Background: an optimization exercise with open tools, aiming at a short achievable clock period and few clock cycles. Do not read the settings as production practice. The RTL was checked by simulation tests, not by an equivalence proof against the original design. Power is estimated from default activity; no workload was simulated.

==> flow/config.mk <==
export PLATFORM = sky130hd
export DESIGN_NAME = mips_core
export DESIGN_NICKNAME = mips_core
export VERILOG_FILES = /design/flow/design.v
export SDC_FILE = /design/flow/constraint.sdc
export NUM_CORES = 4
export LEC_CHECK = 0
export CAP_MARGIN = 20
export CORE_MARGIN = 2
export CORE_UTILIZATION = 40
export PLACE_DENSITY = 0.6
export SLEW_MARGIN = 20
==> flow/constraint.sdc <==
create_clock -name core_clock -period 8.0 [get_ports {clk}]
set_input_delay 1.6000 -clock core_clock [delete_from_list [all_inputs] [get_ports {clk}]]
set_output_delay 1.6000 -clock core_clock [all_outputs]
set_load 0.01 [all_outputs]
==> flow/design.v <==
`timescale 1ns/1ps
package mips_pkg;
    typedef logic [31:0] word_t;
    typedef logic [31:0] addr_t;
    typedef logic [31:0] inst_t;
    typedef logic [4:0]  reg_addr_t;
    typedef logic [4:0]  shamt_t;
    typedef enum logic [3:0] {
        ALU_ADD,
        ALU_SUB,
        ALU_AND,
        ALU_OR,
        ALU_XOR,
        ALU_SLT,
        ALU_SLL,
        ALU_SRL,
        ALU_LUI
    } alu_op_e;
    localparam addr_t RESET_PC = 32'h0000_0000;
    localparam logic [5:0] OP_SPECIAL = 6'h00;
    localparam logic [5:0] OP_BEQ     = 6'h04;
    localparam logic [5:0] OP_BNE     = 6'h05;
    localparam logic [5:0] OP_ADDIU   = 6'h09;
    localparam logic [5:0] OP_ANDI    = 6'h0c;
    localparam logic [5:0] OP_ORI     = 6'h0d;
    localparam logic [5:0] OP_LUI     = 6'h0f;
    localparam logic [5:0] OP_LW      = 6'h23;
    localparam logic [5:0] OP_SW      = 6'h2b;
    localparam logic [5:0] FUNCT_SLL  = 6'h00;
    localparam logic [5:0] FUNCT_SRL  = 6'h02;
    localparam logic [5:0] FUNCT_ADDU = 6'h21;
    localparam logic [5:0] FUNCT_SUBU = 6'h23;
    localparam logic [5:0] FUNCT_AND  = 6'h24;
    localparam logic [5:0] FUNCT_OR   = 6'h25;
    localparam logic [5:0] FUNCT_XOR  = 6'h26;
    localparam logic [5:0] FUNCT_SLT  = 6'h2a;
endpackage
`timescale 1ns/1ps
module fetch_stage (
    input  logic  clk,
    input  logic  reset_i,
    input  logic  stall_i,
    input  logic  hold_i,
    input  logic  branch_taken_i,
    input  mips_pkg::addr_t branch_target_i,
    output mips_pkg::addr_t rom_addr_o,
    input  mips_pkg::inst_t rom_data_i,
    output mips_pkg::inst_t inst_o,
    output mips_pkg::addr_t inst_pc_o
);
    mips_pkg::addr_t pc_q;
    assign rom_addr_o = pc_q;
    always_ff @(posedge clk) begin
        if (reset_i) begin
            pc_q   <= mips_pkg::RESET_PC;
            inst_o <= '0;
        end else if (!(stall_i || hold_i)) begin
            pc_q   <= branch_taken_i ? branch_target_i : pc_q + 32'd4;
            inst_o <= rom_data_i;
        end
    end
    always_ff @(posedge clk) begin
        if (!(stall_i || hold_i)) begin
            inst_pc_o <= pc_q;
        end
    end
endmodule
`timescale 1ns/1ps
module decode_stage (
    input  logic       clk,
    input  logic       reset_i,
    input  logic       stall_i,
    input  logic       load_stall_i,
    input  mips_pkg::inst_t      inst_i,
    input  mips_pkg::addr_t      inst_pc_i,
    output logic       rd_en_1,
    output mips_pkg::reg_addr_t rd_addr_1,
    output logic       rd_en_2,
    output mips_pkg::reg_addr_t rd_addr_2,
    input  mips_pkg::word_t rd_data_1,
    input  mips_pkg::word_t rd_data_2,
    output logic       branch_taken_o,
    output mips_pkg::addr_t      branch_target_o,
    output mips_pkg::alu_op_e    alu_op_o,
    output mips_pkg::word_t      operand_a_o,
    output mips_pkg::word_t      operand_b_o,
    output mips_pkg::word_t      store_data_o,
    output mips_pkg::shamt_t     shamt_o,
    output logic       is_load_o,
    output logic       is_store_o,
    output logic       wr_en_o,
    output mips_pkg::reg_addr_t  wr_addr_o,
    output mips_pkg::addr_t      pc_o
);
    logic [5:0] opcode;
    logic [5:0] funct;
    mips_pkg::word_t      imm_sext;
    mips_pkg::alu_op_e    alu_op;
    mips_pkg::word_t      imm;
    logic       use_imm;
    logic       is_load;
    logic       is_store;
    logic       wr_en;
    mips_pkg::reg_addr_t  wr_addr;
    assign opcode    = inst_i[31:26];
    assign funct     = inst_i[5:0];
    assign imm_sext  = {{16{inst_i[15]}}, inst_i[15:0]};
    assign rd_addr_1 = inst_i[25:21];
    assign rd_addr_2 = inst_i[20:16];
    always_comb begin
        alu_op   = mips_pkg::ALU_ADD;
        imm      = imm_sext;
        use_imm  = 1'b0;
        rd_en_1  = 1'b0;
        rd_en_2  = 1'b0;
        is_load  = 1'b0;
        is_store = 1'b0;
        wr_en    = 1'b0;
        wr_addr  = inst_i[20:16];
        case (opcode)
            mips_pkg::OP_SPECIAL: begin
                rd_en_1 = 1'b1;
                rd_en_2 = 1'b1;
                wr_en   = 1'b1;
                wr_addr = inst_i[15:11];
                case (funct)
                    mips_pkg::FUNCT_ADDU: alu_op = mips_pkg::ALU_ADD;
                    mips_pkg::FUNCT_SUBU: alu_op = mips_pkg::ALU_SUB;
                    mips_pkg::FUNCT_AND:  alu_op = mips_pkg::ALU_AND;
                    mips_pkg::FUNCT_OR:   alu_op = mips_pkg::ALU_OR;
                    mips_pkg::FUNCT_XOR:  alu_op = mips_pkg::ALU_XOR;
                    mips_pkg::FUNCT_SLT:  alu_op = mips_pkg::ALU_SLT;
                    mips_pkg::FUNCT_SLL:  alu_op = mips_pkg::ALU_SLL;
                    mips_pkg::FUNCT_SRL:  alu_op = mips_pkg::ALU_SRL;
                    default: begin
                        rd_en_2 = 1'b0;
                        wr_en   = 1'b0;
                    end
                endcase
                if (!rd_en_2 || alu_op == mips_pkg::ALU_SLL || alu_op == mips_pkg::ALU_SRL) begin
                    rd_en_1 = 1'b0;
                end
            end
            mips_pkg::OP_ADDIU, mips_pkg::OP_LW: begin
                rd_en_1 = 1'b1;
                use_imm = 1'b1;
                wr_en   = 1'b1;
                is_load = (opcode == mips_pkg::OP_LW);
            end
            mips_pkg::OP_ANDI, mips_pkg::OP_ORI: begin
                rd_en_1 = 1'b1;
                use_imm = 1'b1;
                wr_en   = 1'b1;
                imm     = {16'h0000, inst_i[15:0]};
                alu_op  = (opcode == mips_pkg::OP_ANDI) ? mips_pkg::ALU_AND : mips_pkg::ALU_OR;
            end
            mips_pkg::OP_LUI: begin
                use_imm = 1'b1;
                wr_en   = 1'b1;
                imm     = {inst_i[15:0], 16'h0000};
                alu_op  = mips_pkg::ALU_LUI;
            end
            mips_pkg::OP_SW: begin
                rd_en_1  = 1'b1;
                rd_en_2  = 1'b1;
                use_imm  = 1'b1;
                is_store = 1'b1;
            end
            mips_pkg::OP_BEQ, mips_pkg::OP_BNE: begin
                rd_en_1 = 1'b1;
                rd_en_2 = 1'b1;
            end
            default: ;
        endcase
    end
    assign branch_taken_o = (opcode == mips_pkg::OP_BEQ && rd_data_1 == rd_data_2) ||
                            (opcode == mips_pkg::OP_BNE && rd_data_1 != rd_data_2);
    assign branch_target_o = inst_pc_i + 32'd4 + {imm_sext[29:0], 2'b00};
    always_ff @(posedge clk) begin
        if (reset_i) begin
            is_load_o  <= 1'b0;
            is_store_o <= 1'b0;
            wr_en_o    <= 1'b0;
        end else if (!stall_i) begin
            is_load_o  <= is_load && !load_stall_i;
            is_store_o <= is_store && !load_stall_i;
            wr_en_o    <= wr_en && !load_stall_i;
        end
    end
    always_ff @(posedge clk) begin
        if (!stall_i) begin
            alu_op_o     <= alu_op;
            operand_a_o  <= rd_data_1;
            operand_b_o  <= use_imm ? imm : rd_data_2;
            store_data_o <= rd_data_2;
            shamt_o      <= inst_i[10:6];
            wr_addr_o    <= wr_addr;
            pc_o         <= inst_pc_i;
        end
    end
endmodule
`timescale 1ns/1ps
module execute_stage (
    input  logic      clk,
    input  logic      reset_i,
    input  logic      stall_i,
    input  mips_pkg::alu_op_e   alu_op_i,
    input  mips_pkg::word_t     operand_a_i,
    input  mips_pkg::word_t     operand_b_i,
    input  mips_pkg::word_t     store_data_i,
    input  mips_pkg::shamt_t    shamt_i,
    input  logic      is_load_i,
    input  logic      is_store_i,
    input  logic      wr_en_i,
    input  mips_pkg::reg_addr_t wr_addr_i,
    input  mips_pkg::addr_t     pc_i,
    output mips_pkg::word_t     ex_result_o,
    output logic      ex_wr_en_o,
    output mips_pkg::reg_addr_t ex_wr_addr_o,
    output logic      ex_is_load_o,
    output mips_pkg::word_t     mem_result_o,
    output mips_pkg::word_t     mem_store_data_o,
    output logic      mem_is_load_o,
    output logic      mem_is_store_o,
    output logic      mem_wr_en_o,
    output mips_pkg::reg_addr_t mem_wr_addr_o,
    output mips_pkg::addr_t     mem_pc_o
);
    always_comb begin
        case (alu_op_i)
            mips_pkg::ALU_ADD: ex_result_o = operand_a_i + operand_b_i;
            mips_pkg::ALU_SUB: ex_result_o = operand_a_i - operand_b_i;
            mips_pkg::ALU_AND: ex_result_o = operand_a_i & operand_b_i;
            mips_pkg::ALU_OR:  ex_result_o = operand_a_i | operand_b_i;
            mips_pkg::ALU_XOR: ex_result_o = operand_a_i ^ operand_b_i;
            mips_pkg::ALU_SLT: ex_result_o = {31'b0, $signed(operand_a_i) < $signed(operand_b_i)};
            mips_pkg::ALU_SLL: ex_result_o = operand_b_i << shamt_i;
            mips_pkg::ALU_SRL: ex_result_o = operand_b_i >> shamt_i;
            mips_pkg::ALU_LUI: ex_result_o = operand_b_i;
            default: ex_result_o = '0;
        endcase
    end
    assign ex_wr_en_o   = wr_en_i;
    assign ex_wr_addr_o = wr_addr_i;
    assign ex_is_load_o = is_load_i;
    always_ff @(posedge clk) begin
        if (reset_i) begin
            mem_is_load_o  <= 1'b0;
            mem_is_store_o <= 1'b0;
            mem_wr_en_o    <= 1'b0;
        end else if (!stall_i) begin
            mem_is_load_o  <= is_load_i;
            mem_is_store_o <= is_store_i;
            mem_wr_en_o    <= wr_en_i;
        end
    end
    always_ff @(posedge clk) begin
        if (!stall_i) begin
            mem_result_o     <= ex_result_o;
            mem_store_data_o <= store_data_i;
            mem_wr_addr_o    <= wr_addr_i;
            mem_pc_o         <= pc_i;
        end
    end
endmodule
`timescale 1ns/1ps
module memory_stage (
    input  logic      clk,
    input  logic      reset_i,
    input  logic      stall_i,
    input  mips_pkg::word_t     mem_result_i,
    input  mips_pkg::word_t     mem_store_data_i,
    input  logic      mem_is_load_i,
    input  logic      mem_is_store_i,
    input  logic      mem_wr_en_i,
    input  mips_pkg::reg_addr_t mem_wr_addr_i,
    input  mips_pkg::addr_t     mem_pc_i,
    output logic      ram_en_o,
    output logic      ram_we_o,
    output mips_pkg::addr_t     ram_addr_o,
    output mips_pkg::word_t     ram_wdata_o,
    input  mips_pkg::word_t     ram_rdata_i,
    output logic      wb_en_o,
    output mips_pkg::reg_addr_t wb_addr_o,
    output mips_pkg::word_t     wb_data_o,
    output mips_pkg::addr_t     wb_pc_o
);
    logic  wb_wr_en_q;
    logic  wb_is_load_q;
    mips_pkg::word_t wb_result_q;
    mips_pkg::word_t wb_load_q;
    assign ram_en_o    = mem_is_load_i || mem_is_store_i;
    assign ram_we_o    = mem_is_store_i && !stall_i;
    assign ram_addr_o  = mem_result_i;
    assign ram_wdata_o = mem_store_data_i;
    always_ff @(posedge clk) begin
        if (reset_i) begin
            wb_wr_en_q   <= 1'b0;
            wb_is_load_q <= 1'b0;
        end else if (!stall_i) begin
            wb_wr_en_q   <= mem_wr_en_i;
            wb_is_load_q <= mem_is_load_i;
        end
    end
    always_ff @(posedge clk) begin
        if (!stall_i) begin
            wb_result_q <= mem_result_i;
            wb_load_q   <= ram_rdata_i;
            wb_addr_o   <= mem_wr_addr_i;
            wb_pc_o     <= mem_pc_i;
        end
    end
    assign wb_en_o   = wb_wr_en_q && !stall_i && (wb_addr_o != '0);
    assign wb_data_o = wb_is_load_q ? wb_load_q : wb_result_q;
endmodule
`timescale 1ns/1ps
module reg_file (
    input  logic        clk,
    input  logic        reset_i,
    input  logic        rd_en_1,
    input  mips_pkg::reg_addr_t rd_addr_1,
    input  logic        rd_en_2,
    input  mips_pkg::reg_addr_t rd_addr_2,
    output mips_pkg::word_t raw_data_0_o,
    output mips_pkg::word_t raw_data_1_o,
    input  logic        wb_en_i,
    input  mips_pkg::reg_addr_t   wb_addr_i,
    input  mips_pkg::word_t       wb_data_i
);
    mips_pkg::word_t regs [1:31];
    always_ff @(posedge clk) begin
        if (reset_i) begin
            for (int i = 1; i < 32; i++) begin
                regs[i] <= '0;
            end
        end else if (wb_en_i && wb_addr_i != '0) begin
            regs[wb_addr_i] <= wb_data_i;
        end
    end
    function automatic logic [31:0] read_port(input logic en, input logic [4:0] addr);
        logic [31:0] data;
        data = '0;
        if (en && addr != '0) begin
            data = (wb_en_i && wb_addr_i == addr) ? wb_data_i : regs[addr];
        end
        read_port = data;
    endfunction
    assign raw_data_0_o = read_port(rd_en_1, rd_addr_1);
    assign raw_data_1_o = read_port(rd_en_2, rd_addr_2);
endmodule
`timescale 1ns/1ps
module hazard_unit (
    input  logic       rd_en_1,
    input  mips_pkg::reg_addr_t rd_addr_1,
    input  logic       rd_en_2,
    input  mips_pkg::reg_addr_t rd_addr_2,
    output mips_pkg::word_t rd_data_1,
    output mips_pkg::word_t rd_data_2,
    input  mips_pkg::word_t raw_data_0_i,
    input  mips_pkg::word_t raw_data_1_i,
    input  mips_pkg::word_t      ex_result_i,
    input  logic       ex_wr_en_i,
    input  mips_pkg::reg_addr_t  ex_wr_addr_i,
    input  logic       ex_is_load_i,
    input  mips_pkg::word_t      mem_result_i,
    input  logic       mem_wr_en_i,
    input  mips_pkg::reg_addr_t  mem_wr_addr_i,
    input  logic       mem_is_load_i,
    output logic       load_stall_o
);
    logic [1:0] ex_hit;
    logic [1:0] mem_hit;
    function automatic logic hit(input logic en, input mips_pkg::reg_addr_t addr,
                                 input logic wr_en, input mips_pkg::reg_addr_t wr_addr);
        hit = en && addr != '0 && wr_en && wr_addr == addr;
    endfunction
    assign ex_hit[0]  = hit(rd_en_1, rd_addr_1, ex_wr_en_i, ex_wr_addr_i);
    assign ex_hit[1]  = hit(rd_en_2, rd_addr_2, ex_wr_en_i, ex_wr_addr_i);
    assign mem_hit[0] = hit(rd_en_1, rd_addr_1, mem_wr_en_i, mem_wr_addr_i);
    assign mem_hit[1] = hit(rd_en_2, rd_addr_2, mem_wr_en_i, mem_wr_addr_i);
    assign rd_data_1 = ex_hit[0] ? ex_result_i :
                       (mem_hit[0] && !mem_is_load_i) ? mem_result_i : raw_data_0_i;
    assign rd_data_2 = ex_hit[1] ? ex_result_i :
                       (mem_hit[1] && !mem_is_load_i) ? mem_result_i : raw_data_1_i;
    assign load_stall_o = (ex_is_load_i && |ex_hit) || (mem_is_load_i && |mem_hit);
endmodule
`timescale 1ns/1ps
module mips_core (
    input  logic      clk,
    input  logic      reset_i,
    input  logic      stall_i,
    output mips_pkg::addr_t     rom_addr_o,
    input  mips_pkg::inst_t     rom_data_i,
    output logic      ram_en_o,
    output logic      ram_we_o,
    output mips_pkg::addr_t     ram_addr_o,
    output mips_pkg::word_t     ram_wdata_o,
    input  mips_pkg::word_t     ram_rdata_i,
    output logic      debug_wb_en_o,
    output mips_pkg::reg_addr_t debug_wb_addr_o,
    output mips_pkg::word_t     debug_wb_data_o,
    output mips_pkg::addr_t     debug_wb_pc_o
);
    mips_pkg::inst_t     if_inst;
    mips_pkg::addr_t     if_pc;
    logic      branch_taken;
    mips_pkg::addr_t     branch_target;
    logic      load_stall;
    mips_pkg::alu_op_e   id_alu_op;
    mips_pkg::word_t     id_operand_a;
    mips_pkg::word_t     id_operand_b;
    mips_pkg::word_t     id_store_data;
    mips_pkg::shamt_t    id_shamt;
    logic      id_is_load;
    logic      id_is_store;
    logic      id_wr_en;
    mips_pkg::reg_addr_t id_wr_addr;
    mips_pkg::addr_t     id_pc;
    mips_pkg::word_t     ex_result;
    logic      ex_wr_en;
    mips_pkg::reg_addr_t ex_wr_addr;
    logic      ex_is_load;
    mips_pkg::word_t     mem_result;
    mips_pkg::word_t     mem_store_data;
    logic      mem_is_load;
    logic      mem_is_store;
    logic      mem_wr_en;
    mips_pkg::reg_addr_t mem_wr_addr;
    mips_pkg::addr_t     mem_pc;
    mips_pkg::word_t     rf_raw_data_0;
    mips_pkg::word_t     rf_raw_data_1;
    logic                rd_en_1;
    mips_pkg::reg_addr_t rd_addr_1;
    logic                rd_en_2;
    mips_pkg::reg_addr_t rd_addr_2;
    mips_pkg::word_t     rd_data_1;
    mips_pkg::word_t     rd_data_2;
    fetch_stage u_fetch_stage (
        .clk             (clk),
        .reset_i         (reset_i),
        .stall_i         (stall_i),
        .hold_i          (load_stall),
        .branch_taken_i  (branch_taken),
        .branch_target_i (branch_target),
        .rom_addr_o      (rom_addr_o),
        .rom_data_i      (rom_data_i),
        .inst_o          (if_inst),
        .inst_pc_o       (if_pc)
    );
    decode_stage u_decode_stage (
        .clk             (clk),
        .reset_i         (reset_i),
        .stall_i         (stall_i),
        .load_stall_i    (load_stall),
        .inst_i          (if_inst),
        .inst_pc_i       (if_pc),
        .rd_en_1         (rd_en_1),
        .rd_addr_1       (rd_addr_1),
        .rd_en_2         (rd_en_2),
        .rd_addr_2       (rd_addr_2),
        .rd_data_1       (rd_data_1),
        .rd_data_2       (rd_data_2),
        .branch_taken_o  (branch_taken),
        .branch_target_o (branch_target),
        .alu_op_o        (id_alu_op),
        .operand_a_o     (id_operand_a),
        .operand_b_o     (id_operand_b),
        .store_data_o    (id_store_data),
        .shamt_o         (id_shamt),
        .is_load_o       (id_is_load),
        .is_store_o      (id_is_store),
        .wr_en_o         (id_wr_en),
        .wr_addr_o       (id_wr_addr),
        .pc_o            (id_pc)
    );
    execute_stage u_execute_stage (
        .clk              (clk),
        .reset_i          (reset_i),
        .stall_i          (stall_i),
        .alu_op_i         (id_alu_op),
        .operand_a_i      (id_operand_a),
        .operand_b_i      (id_operand_b),
        .store_data_i     (id_store_data),
        .shamt_i          (id_shamt),
        .is_load_i        (id_is_load),
        .is_store_i       (id_is_store),
        .wr_en_i          (id_wr_en),
        .wr_addr_i        (id_wr_addr),
        .pc_i             (id_pc),
        .ex_result_o      (ex_result),
        .ex_wr_en_o       (ex_wr_en),
        .ex_wr_addr_o     (ex_wr_addr),
        .ex_is_load_o     (ex_is_load),
        .mem_result_o     (mem_result),
        .mem_store_data_o (mem_store_data),
        .mem_is_load_o    (mem_is_load),
        .mem_is_store_o   (mem_is_store),
        .mem_wr_en_o      (mem_wr_en),
        .mem_wr_addr_o    (mem_wr_addr),
        .mem_pc_o         (mem_pc)
    );
    memory_stage u_memory_stage (
        .clk              (clk),
        .reset_i          (reset_i),
        .stall_i          (stall_i),
        .mem_result_i     (mem_result),
        .mem_store_data_i (mem_store_data),
        .mem_is_load_i    (mem_is_load),
        .mem_is_store_i   (mem_is_store),
        .mem_wr_en_i      (mem_wr_en),
        .mem_wr_addr_i    (mem_wr_addr),
        .mem_pc_i         (mem_pc),
        .ram_en_o         (ram_en_o),
        .ram_we_o         (ram_we_o),
        .ram_addr_o       (ram_addr_o),
        .ram_wdata_o      (ram_wdata_o),
        .ram_rdata_i      (ram_rdata_i),
        .wb_en_o          (debug_wb_en_o),
        .wb_addr_o        (debug_wb_addr_o),
        .wb_data_o        (debug_wb_data_o),
        .wb_pc_o          (debug_wb_pc_o)
    );
    reg_file u_reg_file (
        .clk        (clk),
        .reset_i    (reset_i),
        .rd_en_1         (rd_en_1),
        .rd_addr_1       (rd_addr_1),
        .rd_en_2         (rd_en_2),
        .rd_addr_2       (rd_addr_2),
        .raw_data_0_o    (rf_raw_data_0),
        .raw_data_1_o    (rf_raw_data_1),
        .wb_en_i    (debug_wb_en_o),
        .wb_addr_i  (debug_wb_addr_o),
        .wb_data_i  (debug_wb_data_o)
    );
    hazard_unit u_hazard_unit (
        .rd_en_1         (rd_en_1),
        .rd_addr_1       (rd_addr_1),
        .rd_en_2         (rd_en_2),
        .rd_addr_2       (rd_addr_2),
        .rd_data_1       (rd_data_1),
        .rd_data_2       (rd_data_2),
        .raw_data_0_i    (rf_raw_data_0),
        .raw_data_1_i    (rf_raw_data_1),
        .ex_result_i   (ex_result),
        .ex_wr_en_i    (ex_wr_en),
        .ex_wr_addr_i  (ex_wr_addr),
        .ex_is_load_i  (ex_is_load),
        .mem_result_i  (mem_result),
        .mem_wr_en_i   (mem_wr_en),
        .mem_wr_addr_i (mem_wr_addr),
        .mem_is_load_i (mem_is_load),
        .load_stall_o  (load_stall)
    );
endmodule
==> flow/run.sh <==
#!/bin/bash
# synth_recipe.tcl (not shown) runs the flow's synth.tcl, then flattens the netlist and writes it again
# the make line also repeats each setting of config.mk as NAME=value (left out here)
make -C /OpenROAD-flow-scripts/flow DESIGN_CONFIG=/design/flow/config.mk WORK_HOME=/design/flow/orfs CLKGATE_MAP_FILE= SYNTH_SCRIPT=/design/flow/synth_recipe.tcl finish
==> results.py <==
metrics = {
    "synthesis": {
        "syn_area_sq_um": 83200,
        "synth_enable_flop_cells": 1400,
        "yosysMostFrequentCell": "edfxtp_1",
        "synth_cell_types": 98,
        "syn_inst": 6772,
        "synth_seq_cells": 1482,
        "ys_seq_area_share_pct": 52.5,
        "synth_top_family_by_area": "multiplexers",
        "netlist_top_cells_count": "edfxtp_1, nor2_1, mux4_2",
        "async_flop_share_pct": 0,
        "synth_xor_area_share_pct": 0.874,
        "synth_top_area_share_pct": 50.5,
        "synth_compound_area_share_pct": 9.03,
        "yosysWarnings": 6,
        "synth.mux.area_fraction_pct": 19.3,
        "avgSynthCellArea_sq_um": 12.3,
        "synth-simple-area-share_pct": 11.9,
        "synthAdderAreaFrac_pct": 2.39,
        "synthFlopType": "edfxtp_1",
        "synth_area_leader_cell": "edfxtp_1",
        "netlist_top_cells_area": "edfxtp_1, mux4_2, nor2_1, mux2i_1, ha_1",
    },
    "cts": {
        "cts.path.max_buffers": 3,
        "cts.htree.levels": 4,
        "ctsRootBufferMaster": "clkbuf_16",
        "cts_tree": "yes",
        "clkSlewWorstSetupHoldPaths_ns": 0.06,
        "clk_latency_ns": 0.87,
        "numClockSinks": 1482,
        "cts_resized": 0,
        "cts_made_buffers": 164,
        "ctsHoldBuffers": 0,
        "post_cts_buffers": 0,
    },
    "setup_path": {
        "cp_max_fo": 34,
        "cp_data_arrival_time_ns": 7.80,
        "cp_common_cell": "buf_4",
        "startpoint_type": "input pin",
        "critPathMaxStageDelay_ns": 0.64,
        "path_buf_inv": 6,
        "criticalPathCategory": "in -> reg",
        "crit_path_end_kind": "register",
        "slowest_stage": "or4_1",
        "path_cells": "clkdlybuf4s50_1 -> nand2b_1 -> or4_1 -> or2_0 -> buf_4 -> nor2_1 -> a221oi_1 -> a221oi_1 -> xnor2_1 -> nand3_1 -> nor4_1 -> buf_4 -> nand4_1 -> nor4_1 -> o211ai_1 -> buf_4 -> a311oi_4 -> buf_4 -> mux2i_4 -> buf_12 -> nor4_1 -> or3_1",
        "cp.required_ns": 8.72,
        "cpLargestDelayFamily": "simple AND/OR/NAND/NOR gates",
    },
    "timing": {
        "holdWs_ns": 0.412,
        "max_freq_mhz": 141,
        "period_share_pct": 88.6,
        "final-setup-viol-count": 0,
        "report.final.hold_viol_count": 0,
        "rsz0062_at_grt": "no",
        "period_needed_ns": 7.09,
        "worst_pin_slew_ns": 1.28,
        "slew_violations": 0,
        "slew_headroom_pct": 14.7,
        "finClkSkew_ns": 0.0395,
        "tns_ns": 0,
    },
    "floorplanning": {
        "io_pins": 235,
        "die_area_sq_um": 212000,
        "coreArea_sq_um": 207000,
        "die-height_microns": 460,
        "die_w_microns": 460,
        "start_util_pct": 40.2,
        "row_count": 167,
    },
    "power_and_ir_drop": {
        "cell_internal_pwr_uw": 14500,
        "p_seq_share_pct": 45.2,
        "vdd_ir_drop_max_mv": 0.251,
        "pwr-share-clk_pct": 38.5,
        "p_sw_share_pct": 28.8,
        "p_per_area_nw_per_um2": 213,
        "leakage_uw": 0.0346,
        "combPwrFrac_pct": 16.3,
        "switchingPower_uw": 5880,
    },
    "global_route": {
        "grt_pass1_vias": 63100,
        "grt_pass1_wl_microns": 498000,
        "grt_antenna_before_repair": 20,
        "grt_overflow": 0,
        "grt_max_degree": 82,
        "grtUsageTotal_pct": 33.6,
    },
    "layout": {
        "area_growth_pct": 15.2,
        "drive_above_1_share_pct": 19.4,
        "num-nets-final": 7172,
        "fillers": 18500,
    },
    "detailed_routing": {
        "drt_pass1_iterations": 8,
        "first_iter_violations": 10000,
        "viasPerCell": 6.68,
        "wl_microns": 361000,
        "vias": 65400,
        "drc": 0,
        "ant_nets": 0,
        "wl_per_cell_microns": 36.9,
    },
    "status": {
        "status": "no timing/DRC/antenna violations",
    },
    "placed_design": {
        "numPortBuffers": 234,
        "routabilityCongestion": 1.02,
        "post-dp-hpwl_microns": 239000,
    },
    "worst_hold_path": {
        "min_path_type": "reg -> reg",
    },
    "flow_run": {
        "maxCapViolations": 0,
    },
}
worst reg2reg max path, cell delays in order (launching register included):
cell and delay [ns]:
dfxtp_1 0.34, clkinv_1 0.86, nand2_1 1.13, o32ai_1 0.51, a211oi_1 0.40, a2111oi_0 0.12, a311oi_1 0.54, nand2_1 0.12
a21boi_1 0.18, a211oi_1 0.06, nor4_1 0.33, nand4_1 0.19, nor4_1 0.32, o211ai_1 0.14, buf_4 0.19, a311oi_4 0.28
buf_4 0.20, mux2i_4 0.25, buf_12 0.22, nor4_1 0.09, or3_1 0.37
worst paths after layout:
kind                                             start                          end  slack, ns  depth (start not counted)
worst max-delay path                           stall_i       u_fetch_stage.pc_q[12]       0.91                         22
worst min register to register  u_decode_stage.pc_o[4]  u_execute_stage.mem_pc_o[4]       0.41                          0
worst min-delay path            u_decode_stage.pc_o[4]  u_execute_stage.mem_pc_o[4]       0.41                          0
worst max register to register                register       u_fetch_stage.pc_q[12]       1.03                         20
cell families after synthesis:
group | count (synthesis)
other | 1
AND/OR/NAND/NOR | 2287
adder cells (fa/ha/maj) | 157
AO/OA/AOI/OAI | 1076
buffers and inverters | 801
XOR/XNOR | 83
flip-flops | 1482
multiplexers | 885
cells in the final DEF, fill, tap and decap left out, types with 34 or more instances in the layout:
master / count
nand2_2: 45
nor2_1: 1256
edfxtp_1: 1400
o21ai_0: 155
nand2_1: 393
mux2_2: 34
clkbuf_1: 41
inv_1: 175
clkbuf_16: 171
nand2b_1: 39
xnor2_1: 35
nand4_1: 42
nor2b_1: 37
o22ai_1: 63
and3_1: 43
a22oi_1: 85
or3_1: 35
mux2i_1: 241
clkdlybuf4s50_1: 233
nand3_1: 106
mux4_2: 573
o211ai_1: 47
dfxtp_1: 72
a221oi_1: 43
xor2_1: 48
buf_4: 328
a31oi_1: 37
nor3_1: 104
a21oi_1: 222
nor4_1: 45
a211oi_1: 57
ha_1: 154
layout make-up:
type	instances	area, sq um	area share, %
Timing Repair Buffer	594	5520	5.76
Clock buffer	212	4410	4.60
Antenna cell	9	22.5	0.0235
Multi-Input combinational cell	4520	37000	38.6
Inverter	186	704	0.735
Sequential cell	1482	43700	45.6
Tap cell	2704	3380	3.53
Clock inverter	92	1050	1.09
per-stage QoR:
| stage | instance area, sq um | instances | worst slack [ns] | util, % | power [uW] |
|---|---|---|---|---|---|
| 2_1_floorplan | 83400 | 6803 | -0.135 | - | 11000 |
| 3_3_place_gp | 90100 | 9477 | 0.221 | 43.6 | 12500 |
| 3_5_place_dp | 90100 | 9478 | 0.197 | 43.6 | 12500 |
| 4_1_cts | 95600 | 9782 | 1.06 | 46.2 | 20300 |
| 5_1_grt | 95800 | 9792 | 0.755 | 46.3 | 20800 |
| 6_report | 95800 | 9799 | 0.915 | 46.3 | 20400 |
metal layers:
metal	global-route usage (%)	vias up	wire [microns]
met2	51.7	5016	162000
met3	10.2	1254	45200
li1	-	26200	-
met1	40.6	32900	125000
met4	22.7	20	29100
met5	0	-	131
state kept, by name, indices dropped and copies added, names as in the netlist, 32 cells and up, named ones only:
register,flops
u_memory_stage.wb_result_q,32
u_decode_stage.operand_b_o,32
u_fetch_stage.pc_q,32
u_memory_stage.wb_pc_o,32
u_decode_stage.store_data_o,32
u_decode_stage.pc_o,32
u_reg_file.regs,1024
u_memory_stage.wb_load_q,32
u_fetch_stage.inst_pc_o,32
u_execute_stage.mem_pc_o,32
u_decode_stage.operand_a_o,32
u_execute_stage.mem_result_o,32
u_fetch_stage.inst_o,32
u_execute_stage.mem_store_data_o,32
power by group through the flow:
stage | combinational (uW) | clock (uW) | sequential [uW]
after floorplan | 1840 | 0 | 9170
after global placement | 3170 | 0 | 9350
after detailed placement | 3180 | 0 | 9370
after CTS | 3190 | 7880 | 9210
after global routing | 3410 | 8180 | 9240
final | 3310 | 7850 | 9220
Testbench counts, summed over its fixed seeds: cycles 11,683.

-- port drivers added, routing unchanged --
The results above use ideal ports. As a check the final layout listed here was re-extracted and re-timed, cells and wires unchanged.
Step 1, drivers: a clkbuf_16 drives clk and a buf_2 each remaining input, both assumed.
Step 2 times the ports against the registers' clock, not the clock port: input delays grow and output delays shrink by t, the midpoint of the rising clock arrivals with the driver on.
a / b / c = ideal / step 1 / step 2; a / b = the first two.
t (ns): 0.941
setup WS [ns]: 0.915 / 0.972 / 0.032
worst setup path at the end: input to register
After both steps setup and hold are still met in this run. The setup slack of this run moves by +0.057 ns with the drivers and by -0.883 ns with both steps.
